Source: an optimization exercise on an open RTL-to-GDS flow (aim: small area and a short achievable clock period). Production flows keep margins and buffers that such runs may drop.
At most, simulation tests tie the RTL to the original design; equivalence was not proved.
The RTL of run 2 was laid out without a check of its function.
Power figures rest on the tool's default switching activity, not on a simulated workload.

==> design.v <==
package dp_ram_pkg;
  localparam int unsigned DEF_DATA_W = 8;
  localparam int unsigned DEF_ADDR_W = 8;
  localparam int unsigned DEF_DEPTH  = 256;
  typedef enum logic {
    ST_INIT  = 1'b0,
    ST_READY = 1'b1
  } state_t;
endpackage
module dp_ram_core #(
  parameter int unsigned WIDTH  = 8,
  parameter int unsigned ADDR_W = 8,
  parameter int unsigned DEPTH  = 256
) (
  input  logic              clk,
  input  logic              we,
  input  logic [ADDR_W-1:0] waddr,
  input  logic [WIDTH-1:0]  wdata,
  input  logic [ADDR_W-1:0] raddr,
  output logic [WIDTH-1:0]  rdata_c
);
  localparam int unsigned IDX_W = (DEPTH > 1) ? $clog2(DEPTH) : 1;
  logic [WIDTH-1:0] mem [DEPTH];
  always_ff @(posedge clk) begin
    if (we) begin
      mem[IDX_W'(waddr)] <= wdata;
    end
  end
  assign rdata_c = mem[IDX_W'(raddr)];
endmodule
module dp_ram_param #(
  parameter int unsigned DATA_W = dp_ram_pkg::DEF_DATA_W,
  parameter int unsigned ADDR_W = dp_ram_pkg::DEF_ADDR_W,
  parameter int unsigned DEPTH  = dp_ram_pkg::DEF_DEPTH
) (
  input  logic              clk,
  input  logic              rst,
  input  logic              wr_en,
  input  logic [ADDR_W-1:0] wr_addr,
  input  logic [DATA_W-1:0] data_in,
  input  logic              rd_en,
  input  logic [ADDR_W-1:0] rd_addr,
  output logic [DATA_W-1:0] data_out,
  output logic              rd_valid,
  output logic              init_busy,
  output logic              addr_err
);
  localparam int unsigned PAR_W = 0;
  localparam int unsigned MEM_W = DATA_W + PAR_W;
  localparam int unsigned CMP_W = ADDR_W + 1;
  localparam logic [CMP_W-1:0]  DEPTH_L = CMP_W'(DEPTH);
  localparam logic [ADDR_W-1:0] LAST_L  = ADDR_W'(DEPTH - 1);
  dp_ram_pkg::state_t state_q, state_d;
  logic [ADDR_W-1:0] clr_q, clr_d;
  logic              core_we;
  logic [ADDR_W-1:0] core_waddr;
  logic [MEM_W-1:0]  core_wdata;
  logic [MEM_W-1:0]  core_rdata;
  logic [MEM_W-1:0]  wr_word;
  logic              ready_c;
  logic              wr_in_c, rd_in_c;
  logic              wr_ok_c, rd_ok_c;
  logic              bypass_c;
  logic              err_c;
  logic [DATA_W-1:0] data_out_q;
  logic              rd_valid_q;
  logic              init_busy_q;
  logic              addr_err_q;
  assign ready_c  = (state_q == dp_ram_pkg::ST_READY);
  assign wr_in_c  = ({1'b0, wr_addr} < DEPTH_L);
  assign rd_in_c  = ({1'b0, rd_addr} < DEPTH_L);
  assign wr_ok_c  = ready_c & wr_en & wr_in_c;
  assign rd_ok_c  = ready_c & rd_en & rd_in_c;
  assign bypass_c = wr_ok_c & rd_ok_c & (wr_addr == rd_addr);
  assign err_c    = ready_c & ((wr_en & ~wr_in_c) | (rd_en & ~rd_in_c));
  assign wr_word = data_in;
  always_ff @(posedge clk) begin
    if (rst) begin
      state_q <= dp_ram_pkg::ST_INIT;
      clr_q   <= '0;
    end else begin
      state_q <= state_d;
      clr_q   <= clr_d;
    end
  end
  always_comb begin
    state_d    = state_q;
    clr_d      = clr_q;
    core_we    = 1'b0;
    core_waddr = wr_addr;
    core_wdata = wr_word;
    case (state_q)
      dp_ram_pkg::ST_INIT: begin
        core_we    = 1'b1;
        core_waddr = clr_q;
        core_wdata = '0;
        if (clr_q == LAST_L) begin
          state_d = dp_ram_pkg::ST_READY;
        end else begin
          clr_d = clr_q + ADDR_W'(1);
        end
      end
      dp_ram_pkg::ST_READY: begin
        core_we = wr_ok_c;
      end
      default: begin
        state_d = dp_ram_pkg::ST_INIT;
      end
    endcase
  end
  dp_ram_core #(
    .WIDTH  (MEM_W),
    .ADDR_W (ADDR_W),
    .DEPTH  (DEPTH)
  ) u_core (
    .clk     (clk),
    .we      (core_we),
    .waddr   (core_waddr),
    .wdata   (core_wdata),
    .raddr   (rd_addr),
    .rdata_c (core_rdata)
  );
  always_ff @(posedge clk) begin
    if (rst) begin
      data_out_q  <= '0;
      rd_valid_q  <= 1'b0;
      init_busy_q <= 1'b1;
      addr_err_q  <= 1'b0;
    end else begin
      rd_valid_q  <= rd_ok_c;
      init_busy_q <= (state_d == dp_ram_pkg::ST_INIT);
      addr_err_q  <= err_c;
      if (rd_ok_c) begin
        data_out_q <= bypass_c ? data_in : core_rdata[DATA_W-1:0];
      end
    end
  end
  assign data_out  = data_out_q;
  assign rd_valid  = rd_valid_q;
  assign init_busy = init_busy_q;
  assign addr_err  = addr_err_q;
endmodule
module dp_ram_top (
  input  logic       clk,
  input  logic       rst,
  input  logic       wr_en,
  input  logic [7:0] wr_addr,
  input  logic [7:0] data_in,
  input  logic       rd_en,
  input  logic [7:0] rd_addr,
  output logic [7:0] data_out,
  output logic       rd_valid,
  output logic       init_busy,
  output logic       addr_err
);
  dp_ram_param #(
    .DATA_W (8),
    .ADDR_W (8),
    .DEPTH  (200)
  ) u_ram (
    .clk       (clk),
    .rst       (rst),
    .wr_en     (wr_en),
    .wr_addr   (wr_addr),
    .data_in   (data_in),
    .rd_en     (rd_en),
    .rd_addr   (rd_addr),
    .data_out  (data_out),
    .rd_valid  (rd_valid),
    .init_busy (init_busy),
    .addr_err  (addr_err)
  );
endmodule
==> run.sh <==
#!/bin/bash
# synth_recipe.tcl (not shown) runs the flow's synth.tcl, then flattens the netlist and writes it again
# the make line also repeats each setting of config.mk as NAME=value (left out here)
make -C /OpenROAD-flow-scripts/flow DESIGN_CONFIG=/design/flow/config.mk WORK_HOME=/design/flow/orfs CLKGATE_MAP_FILE= SYNTH_SCRIPT=/design/flow/synth_recipe.tcl finish
==> config.mk <==
export PLATFORM = sky130hd
export DESIGN_NAME = dp_ram_top
export DESIGN_NICKNAME = dp_ram_top
export VERILOG_FILES = /design/flow/design.v
export SDC_FILE = /design/flow/constraint.sdc
export NUM_CORES = 4
export LEC_CHECK = 0
export CAP_MARGIN = 20
export CORE_MARGIN = 2
export CORE_UTILIZATION = 40
export SLEW_MARGIN = 20
==> constraint.sdc <==
create_clock -name core_clock -period 5.0 [get_ports {clk}]
set_input_delay 1.0000 -clock core_clock [delete_from_list [all_inputs] [get_ports {clk}]]
set_output_delay 1.0000 -clock core_clock [all_outputs]
set_load 0.01 [all_outputs]
==> reports/qor.txt, run 1 <==
Outcome: finished clean
Largest net degree at the start of global routing: 201
Clk slew on worst S/H paths: 60 ps
Setup CP Type: reg2reg
Filler cell count in the final layout: 13200
Dpl ws: 234 ps
Ratio of cells with drive above 1 in the final layout: 0.287
WP data required: 5500 ps
CP Capture Type: flip-flop
Worst Skew: 22.1 ps
Setup TNS: 0 ps
CP arrival: 4750 ps
Htree depth: 4
Clk pwr share: 0.427
Max-cap violations: 0
Fmax: 0.236 GHz
Min cycle time layout: 4250 ps
RD Place Congestion: 0.906
Register area share after synthesis: 0.764
PortBufs: 38
# rows: 146
Hold_buf cts: 0
Worst-Margin Slew: 1160 ps
DRC: 0
Total GRT Usage: 0.212
I/O pin count: 39
Post-synth EDFFs: 1600
Post-CTS Setup Inserts: 0
CTS root buffer: clkbuf_16
CORE AREA: 0.158 mm²
Post-DP HPWL: 108000 µm
R2R setup slack: 750 ps
Worst r2r src: u_ram.state_q
Post-Syn Area: 0.0634 mm²
Combinational cell fraction of total power: 0.044
CTS Buf Count: 165
Leak: 24.9 nW
Worst hold path type: reg2reg
Hold Fails Final Rpt: 0
Num Clock Sinks: 1620
Vias/cell: 5.84
Mean Syn Cell Area: 20.9 µm²
Starting Density: 0.402
R2R cell count: 5
Tot Pwr: 27.8 mW
Post-cts resize count: 0
Vias in the first global route: 32600
Crit share post-route: 0.849
Worst vdd ir: 0.359 mV
GRT overflow: 0
Net Sw Power: 5.86 mW
Die height: 402 µm
P per Cell Area: 379 mW/mm²
Initial DRC Count: 4273
CTS tree: done
Synth async-reset ratio: 0
Final Max Slew Viols: 0
First-pass GRT wire length: 245000 µm
NumNets Final: 3422
Post-route ant nets: 0
Critical R2R Capture: u_ram.u_core.mem[44][6]
Clk buf depth: 3
Yosys cell types: 64
Top FF cell, synth: edfxtp_1
Top fanout value on the critical path: 37
Cells on Worst Hold Path: 2
Startpoint types: flip-flop
RSZ-0062 raised after global routing: false
Initial antenna violation count: 6
Wire length per cell: 30.6 µm
Layout area overhead: 15.8%
Finished layout cell area: 0.0734 mm²
Switching share of power: 0.210
YS warnings: 2
1st-pass router iterations: 5
Vias: 32700
Cell count after synthesis: 3032
Detailed Route WL: 172000 µm
Final worst slack: 754 ps
Placed Area: 0.0682 mm²
Flop pwr share: 0.529
Worst skew pair latency: 790 ps
Die Width: 402 µm
Hold slack: 599 ps
Worst Hold Launch: u_ram.data_out_q[2]
P_int: 22.0 mW
Die Area: 0.162 mm²
Final Setup Violations: 0
Slew margin rel.: 0.207
WHS Endpoint: u_ram.data_out_q[2]
Yosys reg bits: 1620
-- logic make-up (layout without fill, tap and decap cells) --
group,Yosys count,count (layout),synth area share
AND/OR/NAND/NOR,488,488,0.0331
AO/OA/AOI/OAI,222,222,0.0248
flip-flops,1620,1620,0.764
adder cells (fa/ha/maj),1,1,0.000197
buffers and inverters,194,687,0.0169
XOR/XNOR,14,14,0.00193
multiplexers,493,493,0.159
other,0,2,0
-- worst max path at each step --
stage,endpoint,depth (start not counted),start,slack [ps]
floorplan,u_ram.data_out_q[1],5,data_in[1],320
global placement,u_ram.u_core.mem[197][7],9,wr_addr[5],280
detailed placement,u_ram.u_core.mem[197][3],9,wr_addr[5],230
CTS,u_ram.u_core.mem[45][2],5,u_ram.state_q,980
global route,u_ram.u_core.mem[45][1],5,u_ram.state_q,720
finish,u_ram.u_core.mem[44][6],5,u_ram.state_q,750
-- per-stage QoR --
step / utilization / instances
2_1_floorplan: - / 3032
3_3_place_gp: 0.432 / 5298
3_5_place_dp: 0.432 / 5298
4_1_cts: 0.465 / 5597
5_1_grt: 0.465 / 5598
6_report: 0.465 / 5599
-- worst max-delay path: stages (launching register included) --
cell and delay [ps]:
dfxtp_2 1040, mux2i_1 1000, nor2b_1 310, nand2_1 570, nor2_1 720, buf_4 250
-- flip-flops by register name (all words and copies together) (netlist names) --
register and count:
u_ram.addr_err_q 1, u_ram.rd_valid_q 1, u_ram.u_core.mem 1600, u_ram.init_busy_q 1
u_ram.data_out_q 8, u_ram.clr_q 8, u_ram.state_q 1
-- power groups by stage --
| stage | Clock (mW) | Sequential (mW) | Combinational (mW) |
|---|---|---|---|
| global placement | 0 | 15.0 | 1.21 |
| CTS | 12.1 | 14.7 | 1.21 |
| detailed placement | 0 | 15.0 | 1.21 |
| finish | 11.9 | 14.7 | 1.21 |
| floorplan | 0 | 15.0 | 0.724 |
| global route | 12.6 | 14.7 | 1.26 |
-- metal layers --
layer  GRT usage  routed length (µm)  up-vias
li1            -                   -    13300
met5           0                  47        -
met2       0.320               78900     1600
met3      0.0479               15300      271
met1       0.307               72000    17500
met4      0.0694                5350        6
-- cell usage after synthesis, drive strengths merged (20+ instances only) --
master     n  area (µm²)
mux4     410        9230
nand2    111         417
clkbuf    74         282
edfxtp  1600       48000
a22oi     33         248
a21oi     36         180
dfxtp     20         400
mux2i     75         751
buf      109         746
o21ai     34         170
nand3     37         185
nor2     250         938
-- final cells by class --
class                   count  area [µm²]  area share
well taps                2072        2590      0.0353
diodes                      2        5.00   0.0000682
inverters                  11        48.8    0.000664
clock inverters            96         741      0.0101
clock buffers             203        4440      0.0605
multi-input cells        1218       13900       0.189
flip-flops and latches   1620       48400       0.660
repair buffers            377        3240      0.0442
-- placed cells by master, fill, tap and decap left out, types with 7 or more instances in the layout --
cell and instances:
dfxtp_1 19, clkinv_1 44, buf_12 26, clkbuf_16 173
xnor2_1 8, and2_4 7, edfxtp_1 1600, clkdlybuf4s50_1 31
or3_1 8, clkinv_2 29, nand2b_1 9, a221oi_1 9
clkbuf_1 30, a22oi_1 33, o22ai_1 15, a211oi_1 8
nor2_1 249, a21oi_1 36, mux4_2 410, nor3_1 12
nor4_1 8, nor2b_1 11, o21ai_0 23, o21ai_1 11
mux2_2 8, nand2_1 111, buf_4 314, nand3_1 37
inv_1 7, o221ai_1 8, bufinv_16 9, a31oi_1 13
and3_1 11, mux2i_1 75
==> inputs of run 2 (changes only) <==
==> design.v (replaced) <==
package dp_ram_pkg;
  localparam int unsigned DEF_DATA_W = 8;
  localparam int unsigned DEF_ADDR_W = 8;
  localparam int unsigned DEF_DEPTH  = 256;
  typedef enum logic {
    ST_INIT  = 1'b0,
    ST_READY = 1'b1
  } state_t;
endpackage
module dp_ram_core #(
  parameter int unsigned WIDTH  = 8,
  parameter int unsigned ADDR_W = 8,
  parameter int unsigned DEPTH  = 200
) (
  input  logic              clk,
  input  logic              clr,
  input  logic              we,
  input  logic [ADDR_W-1:0] waddr,
  input  logic [WIDTH-1:0]  wdata,
  input  logic [ADDR_W-1:0] raddr,
  output logic [WIDTH-1:0]  rdata_c
);
  logic [WIDTH-1:0] mem [DEPTH];
  logic [WIDTH-1:0] wdata_c;
  assign wdata_c = clr ? '0 : wdata;
  always_ff @(posedge clk) begin
    for (int i = 0; i < DEPTH; i++) begin
      if (clr || (we && waddr == ADDR_W'(i))) begin
        mem[i] <= wdata_c;
      end
    end
  end
  always_comb begin
    rdata_c = '0;
    for (int i = 0; i < DEPTH; i++) begin
      rdata_c = rdata_c | (mem[i] & {WIDTH{raddr == ADDR_W'(i)}});
    end
  end
endmodule
module dp_ram_param #(
  parameter int unsigned DATA_W = dp_ram_pkg::DEF_DATA_W,
  parameter int unsigned ADDR_W = dp_ram_pkg::DEF_ADDR_W,
  parameter int unsigned DEPTH  = dp_ram_pkg::DEF_DEPTH
) (
  input  logic              clk,
  input  logic              rst,
  input  logic              wr_en,
  input  logic [ADDR_W-1:0] wr_addr,
  input  logic [DATA_W-1:0] data_in,
  input  logic              rd_en,
  input  logic [ADDR_W-1:0] rd_addr,
  output logic [DATA_W-1:0] data_out,
  output logic              rd_valid,
  output logic              init_busy,
  output logic              addr_err
);
  localparam int unsigned CMP_W = ADDR_W + 1;
  localparam logic [CMP_W-1:0]  DEPTH_L = CMP_W'(DEPTH);
  localparam logic [ADDR_W-1:0] LAST_L  = ADDR_W'(DEPTH - 1);
  logic [ADDR_W-1:0] clr_q;
  logic              busy_q;
  logic [DATA_W-1:0] data_out_q;
  logic              rd_valid_q;
  logic              addr_err_q;
  logic              wr_in_c, rd_in_c;
  logic              rd_ok_c, bypass_c, err_c;
  logic [DATA_W-1:0] core_rdata;
  assign wr_in_c  = ({1'b0, wr_addr} < DEPTH_L);
  assign rd_in_c  = ({1'b0, rd_addr} < DEPTH_L);
  assign rd_ok_c  = ~rst & ~busy_q & rd_en & rd_in_c;
  assign bypass_c = wr_en & (wr_addr == rd_addr);
  assign err_c    = ~rst & ~busy_q & ((wr_en & ~wr_in_c) | (rd_en & ~rd_in_c));
  always_ff @(posedge clk) begin
    if (rst) begin
      busy_q <= 1'b1;
      clr_q  <= '0;
    end else if (busy_q) begin
      busy_q <= (clr_q != LAST_L);
      clr_q  <= clr_q + ADDR_W'(1);
    end
  end
  dp_ram_core #(
    .WIDTH  (DATA_W),
    .ADDR_W (ADDR_W),
    .DEPTH  (DEPTH)
  ) u_core (
    .clk     (clk),
    .clr     (busy_q),
    .we      (wr_en),
    .waddr   (wr_addr),
    .wdata   (data_in),
    .raddr   (rd_addr),
    .rdata_c (core_rdata)
  );
  always_ff @(posedge clk) begin
    rd_valid_q <= rd_ok_c;
    addr_err_q <= err_c;
    if (rst) begin
      data_out_q <= '0;
    end else if (rd_ok_c) begin
      data_out_q <= bypass_c ? data_in : core_rdata;
    end
  end
  assign data_out  = data_out_q;
  assign rd_valid  = rd_valid_q;
  assign init_busy = busy_q;
  assign addr_err  = addr_err_q;
endmodule
module dp_ram_top (
  input  logic       clk,
  input  logic       rst,
  input  logic       wr_en,
  input  logic [7:0] wr_addr,
  input  logic [7:0] data_in,
  input  logic       rd_en,
  input  logic [7:0] rd_addr,
  output logic [7:0] data_out,
  output logic       rd_valid,
  output logic       init_busy,
  output logic       addr_err
);
  dp_ram_param #(
    .DATA_W (8),
    .ADDR_W (8),
    .DEPTH  (200)
  ) u_ram (
    .clk       (clk),
    .rst       (rst),
    .wr_en     (wr_en),
    .wr_addr   (wr_addr),
    .data_in   (data_in),
    .rd_en     (rd_en),
    .rd_addr   (rd_addr),
    .data_out  (data_out),
    .rd_valid  (rd_valid),
    .init_busy (init_busy),
    .addr_err  (addr_err)
  );
endmodule
--- a/config.mk
+++ b/config.mk
@@ -10,2 +10,3 @@
 export CORE_UTILIZATION = 40
+export SETUP_SLACK_MARGIN = 2.5
 export SLEW_MARGIN = 20
==> run 2 against run 1 <==
Compared with the run above:
- still clean on timing, DRC and antenna
- cell area is 7.6% higher
- register-to-register slack better by 1300 ps
- setup slack better by 870 ps
- first-iteration DRC count grew to 2.7 times the previous value
- synthesized cell count is 27% higher
- hold slack worse by 98 ps
==> reports/qor.txt, run 2 <==
NumNets Final: 4459 (+30%)
# rows: 145 (-0.68%)
WP data required: 5750 ps (+250 ps)
Hold_buf cts: 0 (unchanged)
DRC: 0 (unchanged)
Max-cap violations: 0 (unchanged)
Yosys reg bits: 1619 (-0.062%)
Starting Density: 0.403 (+0.000955)
Ratio of cells with drive above 1 in the final layout: 0.283 (-0.00416)
Placed Area: 0.0700 mm² (+2.6%)
Fmax: 0.297 GHz (+26%)
Post-Syn Area: 0.0628 mm² (-0.91%)
Commonest non-fill, non-tap cell in the layout: edfxtp_1
PortBufs: 38 (unchanged)
Crit-path max cell delay: 730 ps (-310 ps)
Clk buf depth: 3 (unchanged)
Die height: 400 µm (-0.45%)
GRT overflow: 0 (unchanged)
Vias in the first global route: 44500 (+37%)
Top FF cell, synth: edfxtp_1
CTS tree: done
Slowest-stage cell, CP: nor4bb_4
Max reg flops: 1600 (unchanged)
Yosys cell types: 72 (+13%)
RD Place Congestion: 1.05 (+16%)
Layout area overhead: 25.8%
Worst hold path type: reg2reg
Leading area contributor after synthesis: edfxtp_1
Die Width: 400 µm (-0.45%)
P per Cell Area: 364 mW/mm² (-3.9%)
First-pass GRT wire length: 507000 µm (+110%)
Register area share after synthesis: 0.771 (+0.00670)
CTS root buffer: clkbuf_16
Outcome: finished clean
RSZ-0062 raised after global routing: true
Core Util, Final: 0.507 (+0.0412)
Largest Register: u_ram.u_core.mem
Crit path cell chain: buf_16 -> buf_12 -> buf_4 -> nor4bb_4 -> buf_12 -> buf_4 -> nand3_1 -> nand4_1 -> or4_4 -> nor3_4 -> and4b_1 -> a211oi_1
Worst-Margin Slew: 1230 ps (+75.4 ps)
Registers with the most flip-flops: u_ram.u_core.mem: 1600 flops, u_ram.clr_q: 8 flops, u_ram.data_out_q: 8 flops
Top fanout value on the critical path: 11 (-70%)
Initial DRC Count: 11600 (+170%)
Leak: 30.5 nW (+22%)
Crit share post-route: 0.674 (-0.175)
Worst Skew: 24.2 ps (+2.12 ps)
Vias/cell: 7.57 (+30%)
I/O pin count: 39 (unchanged)
Final Setup Violations: 0 (unchanged)
Filler cell count in the final layout: 13100 (-0.50%)
CORE AREA: 0.156 mm² (-1.1%)
Clk slew on worst S/H paths: 60 ps (about the same)
Worst skew pair latency: 860 ps (+70 ps)
Hold Fails Final Rpt: 0 (unchanged)
Htree depth: 4 (unchanged)
Slew margin rel.: 0.179 (-0.0282)
Largest net degree at the start of global routing: 150 (-25%)
Non-filler instance count after layout: 6647 (+19%)
Synth top cells by count: 1600 x edfxtp_1, 333 x a22oi_1, 308 x nand3_1
Crit-path leading delay family: simple AND/OR/NAND/NOR gates
Min cycle time layout: 3370 ps (-875 ps)
Detailed Route WL: 408000 µm (+140%)
Synth top area share: 0.765 (+0.00696)
Synth area leaders: edfxtp_1 76%, a22oi_1 4.0%, nand3_1 2.5%
Wire length per cell: 61.3 µm (+100%)
Initial antenna violation count: 49 (+43)
CTS Buf Count: 177 (+7.3%)
1st-pass router iterations: 9 (+4)
Die Area: 0.160 mm² (-0.90%)
Mean Syn Cell Area: 16.3 µm² (-22%)
CP Capture Type: flip-flop
Total GRT Usage: 0.499 (+0.287)
Post-synth EDFFs: 1600 (unchanged)
Post-route ant nets: 0 (unchanged)
Startpoint types: input pin
YS warnings: 3 (+1)
Most frequent cell after synthesis: edfxtp_1
Tot Pwr: 28.8 mW (+3.4%)
Setup CP Type: in2reg
CP arrival: 4120 ps (-630 ps)
Post-DP HPWL: 270000 µm (+150%)
Vias: 50300 (+54%)
Synth async-reset ratio: 0 (unchanged)
Finished layout cell area: 0.0790 mm² (+7.6%)
Num Clock Sinks: 1619 (-0.062%)
Cell count after synthesis: 3844 (+27%)
Final Max Slew Viols: 0 (unchanged)
Worst vdd ir: 0.322 mV (-10%)
CP Buf/Inv Count: 5 (+4)
Commonest non-fill, non-tap cells in the layout: 1600 x edfxtp_1, 511 x buf_4, 304 x a22oi_1
DP Cell Count: 6185 (+17%)
-- run 2: power by group --
part,total (mW),leakage [nW],internal [mW],switching [mW]
registers,14.7,19.9,14.7,0.00211
clock network,13.2,2.79,7.39,5.84
logic,0.879,7.76,0.255,0.624
total,28.8,30.5,22.3,6.47
-- run 2: worst register-to-register path: cells and delay by family, from the launching register on --
family          cells  cell delay [ps]
compound gates      2              310
buf+inv             2              330
flops               1              340
simple gates        5             1850
-- run 2: final timing paths --
path                                startpoint                  end  slack (ps)  cells after the start
worst min register to register  u_ram.clr_q[7]       u_ram.clr_q[7]         500                      2
worst max register to register    u_ram.busy_q  u_ram.data_out_q[3]        2020                      9
worst max-delay path                rd_addr[1]  u_ram.data_out_q[3]        1630                     12
worst min-delay path            u_ram.clr_q[7]       u_ram.clr_q[7]         500                      2
-- run 2: routing by layer --
layer | track usage | part of all wire | up-vias
met5 | 0.0110 | 0.0013 | -
li1 | - | - | 17300
met4 | 0.377 | 0.098 | 42
met1 | 0.617 | 0.34 | 25800
met3 | 0.236 | 0.16 | 1415
met2 | 0.672 | 0.39 | 5754
-- run 2: area by class of cell --
| type | count | area (µm²) | area share |
|---|---|---|---|
| Antenna cell | 18 | 45.0 | 0.000570 |
| Clock buffer | 204 | 4560 | 0.0577 |
| Clock inverter | 116 | 1110 | 0.0140 |
| Inverter | 5 | 18.8 | 0.000237 |
| Multi-Input combinational cell | 1894 | 14600 | 0.184 |
| Sequential cell | 1619 | 48400 | 0.613 |
| Tap cell | 2058 | 2570 | 0.0326 |
| Timing Repair Buffer | 733 | 7710 | 0.0975 |
-- run 2: what timing repair did --
item | in CTS | in global routing
cloned | 16 | 1
gates resized for setup | 425 | 68
pin swaps | 68 | 32
setup endpoints to repair | 1598 | 389
buffers inserted | 92 | 15
-- run 2: stage by stage --
stage	worst slack (ps)	hold slack (ps)	TNS (ps)
2_1_floorplan	1810	458	0
3_3_place_gp	-153	470	-153
3_5_place_dp	-16.1	493	-16.1
4_1_cts	1840	501	0
5_1_grt	1740	558	0
6_report	1630	500	0
-- run 2: cells by family after synthesis --
family / Yosys count / share of synthesized area
adder cells (fa/ha/maj): 1 / 0.000199
multiplexers: 8 / 0.00131
XOR/XNOR: 13 / 0.00181
AO/OA/AOI/OAI: 1046 / 0.127
flip-flops: 1619 / 0.771
buffers and inverters: 335 / 0.0250
AND/OR/NAND/NOR: 822 / 0.0740
==> inputs of run 3 (changes only) <==
--- a/design.v
+++ b/design.v
@@ -9,2 +9,22 @@
 endpackage
+module dp_ram_bitsel (
+  input  logic en,
+  input  logic en_n,
+  input  logic d,
+  input  logic q,
+  output logic y
+);
+  assign y = (en & d) | (en_n & q);
+endmodule
+module dp_ram_rdsel3 (
+  input  logic a0,
+  input  logic a1,
+  input  logic a2,
+  input  logic s0,
+  input  logic s1,
+  input  logic s2,
+  output logic y_n
+);
+  assign y_n = ~((a0 & s0) | (a1 & s1) | (a2 & s2));
+endmodule
 module dp_ram_core #(
@@ -22,10 +42,48 @@
 );
+  localparam int unsigned NGRP = (DEPTH + 2) / 3;
   logic [WIDTH-1:0] mem [DEPTH];
+  logic [WIDTH-1:0] mem_d [DEPTH];
   logic [WIDTH-1:0] wdata_c;
+  logic [DEPTH-1:0] wen, wen_n;
+  logic [3*NGRP-1:0] rsel;
+  logic [WIDTH-1:0] rword [3*NGRP];
+  logic [NGRP-1:0]  grp_n [WIDTH];
   assign wdata_c = clr ? '0 : wdata;
+  always_comb begin
+    for (int i = 0; i < DEPTH; i++) begin
+      wen[i]   = clr | (we & (waddr == ADDR_W'(i)));
+      wen_n[i] = ~wen[i];
+    end
+    for (int i = 0; i < 3 * NGRP; i++) begin
+      rsel[i]  = (i < DEPTH) && (raddr == ADDR_W'(i));
+      rword[i] = (i < DEPTH) ? mem[i] : '0;
+    end
+  end
+  for (genvar i = 0; i < DEPTH; i++) begin : g_word
+    for (genvar b = 0; b < WIDTH; b++) begin : g_bit
+      dp_ram_bitsel u_sel (
+        .en   (wen[i]),
+        .en_n (wen_n[i]),
+        .d    (wdata_c[b]),
+        .q    (mem[i][b]),
+        .y    (mem_d[i][b])
+      );
+    end
+  end
   always_ff @(posedge clk) begin
     for (int i = 0; i < DEPTH; i++) begin
-      if (clr || (we && waddr == ADDR_W'(i))) begin
-        mem[i] <= wdata_c;
-      end
+      mem[i] <= mem_d[i];
+    end
+  end
+  for (genvar g = 0; g < NGRP; g++) begin : g_grp
+    for (genvar b = 0; b < WIDTH; b++) begin : g_bit
+      dp_ram_rdsel3 u_rd (
+        .a0  (rword[3*g][b]),
+        .a1  (rword[3*g+1][b]),
+        .a2  (rword[3*g+2][b]),
+        .s0  (rsel[3*g]),
+        .s1  (rsel[3*g+1]),
+        .s2  (rsel[3*g+2]),
+        .y_n (grp_n[b][g])
+      );
     end
@@ -33,5 +91,4 @@
   always_comb begin
-    rdata_c = '0;
-    for (int i = 0; i < DEPTH; i++) begin
-      rdata_c = rdata_c | (mem[i] & {WIDTH{raddr == ADDR_W'(i)}});
+    for (int b = 0; b < WIDTH; b++) begin
+      rdata_c[b] = ~&grp_n[b];
     end
--- a/config.mk
+++ b/config.mk
@@ -12 +12,3 @@
 export SLEW_MARGIN = 20
+export SYNTH_HIERARCHICAL = 1
+export SYNTH_MINIMUM_KEEP_SIZE = 0
==> run 3 against run 2 <==
Compared with the run above:
- critical endpoint is now u_ram.data_out_q[4]
- global-route usage shrank 21 points
- register-to-register slack gained 410 ps
- critical path type unchanged
- critical path depth is the same
==> reports/qor.txt, run 3 <==
Outcome: finished clean
Final worst slack: 1930 ps (+306 ps)
Setup TNS: 0 ps (unchanged)
DRC: 0 (unchanged)
Synth top area share: 0.561 (-0.204)
Layout area overhead: 20.5%
RSZ-0062 raised after global routing: true
First-pass GRT wire length: 322000 µm (-36%)
Vias in the first global route: 46200 (+3.8%)
Synth top cells by count: 1619 x dfxtp_1, 1600 x a22o_1, 536 x a222oi_1
Max reg flops: 1600 (unchanged)
RD Place Congestion: 0.943 (-11%)
Post-route ant nets: 0 (unchanged)
WP data required: 5680 ps (-70 ps)
P per Cell Area: 381 mW/mm² (+4.6%)
Vias/cell: 6.91 (-8.7%)
DP Cell Count: 6829 (+10%)
CP arrival: 3750 ps (-370 ps)
Final Setup Violations: 0 (unchanged)
Non-filler instance count after layout: 7215 (+8.5%)
WHS Endpoint: u_ram.u_core.mem[166][5]
CORE AREA: 0.143 mm² (-8.0%)
Combinational cell fraction of total power: 0.016 (-0.015)
# rows: 139 (-4.1%)
Yosys cell types: 42 (-42%)
Net Sw Power: 5.70 mW (-12%)
Commonest non-fill, non-tap cells in the layout: 1610 x dfxtp_1, 1600 x a22o_1, 536 x a222oi_1
CTS tree: done
R2R cell count: 7 (-2)
Worst Skew: 19.9 ps (-4.34 ps)
Leak: 26.2 nW (-14%)
Top fanout value on the critical path: 8 (-3)
Post-Syn Area: 0.0578 mm² (-8.0%)
Finished layout cell area: 0.0697 mm² (-12%)
CP Capture Type: flip-flop
Switching share of power: 0.215 (-0.0101)
Registers with the most flip-flops: u_ram.u_core.mem: 1600 flops, u_ram.clr_q: 8 flops, u_ram.data_out_q: 8 flops
Worst hold path type: reg2reg
Commonest non-fill, non-tap cell in the layout: dfxtp_1
CTS root buffer: clkbuf_16
Initial antenna violation count: 7 (-86%)
Tot Pwr: 26.5 mW (-7.8%)
Leading area contributor after synthesis: dfxtp_1
Max-cap violations: 0 (unchanged)
Fmax: 0.326 GHz (+10%)
NumNets Final: 5207 (+17%)
GRT overflow: 0 (unchanged)
Worst r2r src: u_ram.u_core.mem[60][4]
Most frequent cell after synthesis: dfxtp_1
Synth area leaders: dfxtp_1 56%, a22o_1 24%, a222oi_1 9.3%
Largest net degree at the start of global routing: 130 (-13%)
Setup CP Type: in2reg
Die Width: 384 µm (-4.0%)
Post-synth EDFFs: 0 (-100%)
Synth async-reset ratio: 0 (unchanged)
Yosys reg bits: 1619 (unchanged)
Core Util, Final: 0.486 (-0.0210)
I/O pin count: 39 (unchanged)
Worst-Margin Slew: 1100 ps (-133 ps)
CTS Buf Count: 169 (-4.5%)
Top FF cell, synth: dfxtp_1
Largest Register: u_ram.u_core.mem
Mean Syn Cell Area: 11.9 µm² (-27%)
Placed Area: 0.0617 mm² (-12%)
Post-DP HPWL: 141000 µm (-48%)
Starting Density: 0.403 (about the same)
Htree depth: 4 (unchanged)
Hold Fails Final Rpt: 0 (unchanged)
Critical R2R Capture: u_ram.data_out_q[4]
Cells on Worst Hold Path: 1 (-1)
Worst Hold Launch: u_ram.u_core.mem[166][5]
Min cycle time layout: 3070 ps (-306 ps)
Clk slew on worst S/H paths: 60 ps (about the same)
Die height: 384 µm (-4.0%)
Wire length per cell: 30.7 µm (-50%)
Cell count after synthesis: 4857 (+26%)
Final Max Slew Viols: 0 (unchanged)
Worst skew pair latency: 820 ps (-40 ps)
Detailed Route WL: 221000 µm (-46%)
Die Area: 0.148 mm² (-7.9%)
Total GRT Usage: 0.287 (-0.212)
Vias: 49900 (-0.85%)
P_int: 20.9 mW (-6.6%)
Hold slack: 469 ps (-31.0 ps)
PortBufs: 38 (unchanged)
Initial DRC Count: 9477 (-18%)
Clk pwr share: 0.498 (+0.038)
Flop pwr share: 0.486 (-0.024)
YS warnings: 14 (+11)
Crit share post-route: 0.613 (-0.0612)
Register area share after synthesis: 0.561 (-0.210)
Antenna Cells: 0 (-18)
Ratio of cells with drive above 1 in the final layout: 0.147 (-0.136)
R2R setup slack: 2430 ps (+410 ps)
Hold_buf cts: 0 (unchanged)
Worst vdd ir: 0.356 mV (+11%)
Dpl ws: -267 ps (-251 ps)
Clk buf depth: 3 (unchanged)
Startpoint types: input pin
Num Clock Sinks: 1619 (unchanged)
Slew margin rel.: 0.267 (+0.0884)
1st-pass router iterations: 20 (+11)
[run 3: what timing repair did]
item / 4_1_cts / 5_1_grt
pin swaps: 163 / 57
cloned: 4 / 0
setup buffers: 66 / 10
resized for setup: 409 / 70
setup endpoints to repair: 1619 / 936
[run 3: layout make-up]
cell class                      instances  area (µm²)
Fill cell                           12800       73800
Sequential cell                      1619       32400
Multi-Input combinational cell       3074       25800
Clock buffer                          242        4940
Timing Repair Buffer                  267        3050
Tap cell                             1903        2380
Clock inverter                         63         905
Inverter                               47         176
[run 3: worst max-delay path by stage]
stage,start,end,cells after the start
after floorplan,data_in[0],u_ram.u_core.mem[0][0],2
after global placement,rd_addr[1],u_ram.data_out_q[4],11
after detailed placement,rd_addr[1],u_ram.data_out_q[4],11
after CTS,rd_addr[3],u_ram.data_out_q[1],12
after global routing,rd_addr[1],u_ram.data_out_q[4],12
final,rd_addr[2],u_ram.data_out_q[4],12
[run 3: per-layer routing]
layer | share of wire | GRT usage | up-vias
li1 | - | - | 21500
met1 | 0.43 | 0.410 | 24800
met2 | 0.42 | 0.415 | 3068
met3 | 0.10 | 0.0652 | 418
met4 | 0.037 | 0.114 | 6
met5 | 0.00016 | 0 | -
[run 3: Yosys stat by module (local to each module, per instance), excerpt]
module	area, µm²	times used
dp_ram_rdsel3	10.0	536
dp_ram_bitsel	8.76	1600
[run 3: worst max-delay path, cell delays in order]
cell and delay, ps:
buf_8 130, nor2b_4 170, nand2_2 130, buf_12 180, nor2_4 80, a222oi_1 450
nand4_1 280, or4_4 570, nor3_4 340, nand4_1 160, o311ai_2 100, o211ai_1 140
[run 3: power groups by stage]
stage | Combinational, mW | Clock [mW] | Sequential [mW]
2_1_floorplan | 0.118 | 0 | 13.2
3_3_place_gp | 0.308 | 0 | 13.2
3_5_place_dp | 0.309 | 0 | 13.2
4_1_cts | 0.393 | 13.4 | 12.9
5_1_grt | 0.426 | 13.9 | 12.9
6_report | 0.423 | 13.2 | 12.9
[run 3: logic make-up after synthesis]
| group | Yosys count | share of synthesized area |
|---|---|---|
| mux | 1 | 0.000173 |
| compound gates | 2516 | 0.378 |
| simple gates | 525 | 0.0458 |
| fa+ha+maj | 1 | 0.000216 |
| buf+inv | 181 | 0.0131 |
| other cells | 1 | 0.0000649 |
| flops | 1619 | 0.561 |
| xor+xnor | 13 | 0.00197 |

-- static timing again, ports no longer ideal --
The flow's constraints put no driver on any port. The routed layouts listed below were extracted and timed again, unchanged, in two steps. Step 1 assumes that a clkbuf_16 drives the clock port and a buf_2 every other input. Step 2 moves the port delays by t, midway between the first and last clock arrival at a register: inputs arrive t later, outputs are due t later. That takes back most of the time a late clock gives input paths. Three values: ideal, step 1, step 2; two values: the first two.
run	shift t [ns]	setup WS [ns]	hold slack, ns	worst data-port slew with drivers (ns)
run 1	0.860	0.754 / 0.754 / 0.054	0.599 / 0.599 / 0.599	0.07
run 2	0.927	1.629 / 1.639 / 0.712	0.500 / 0.500 / 0.500	0.10
run 3	0.889	1.935 / 1.852 / 0.963	0.469 / 0.469 / 0.469	0.24
After both steps every run listed still meets setup and hold. For run 3, which loses most, drivers alone change the setup slack by -0.083 ns; drivers and shift together by -0.972 ns.
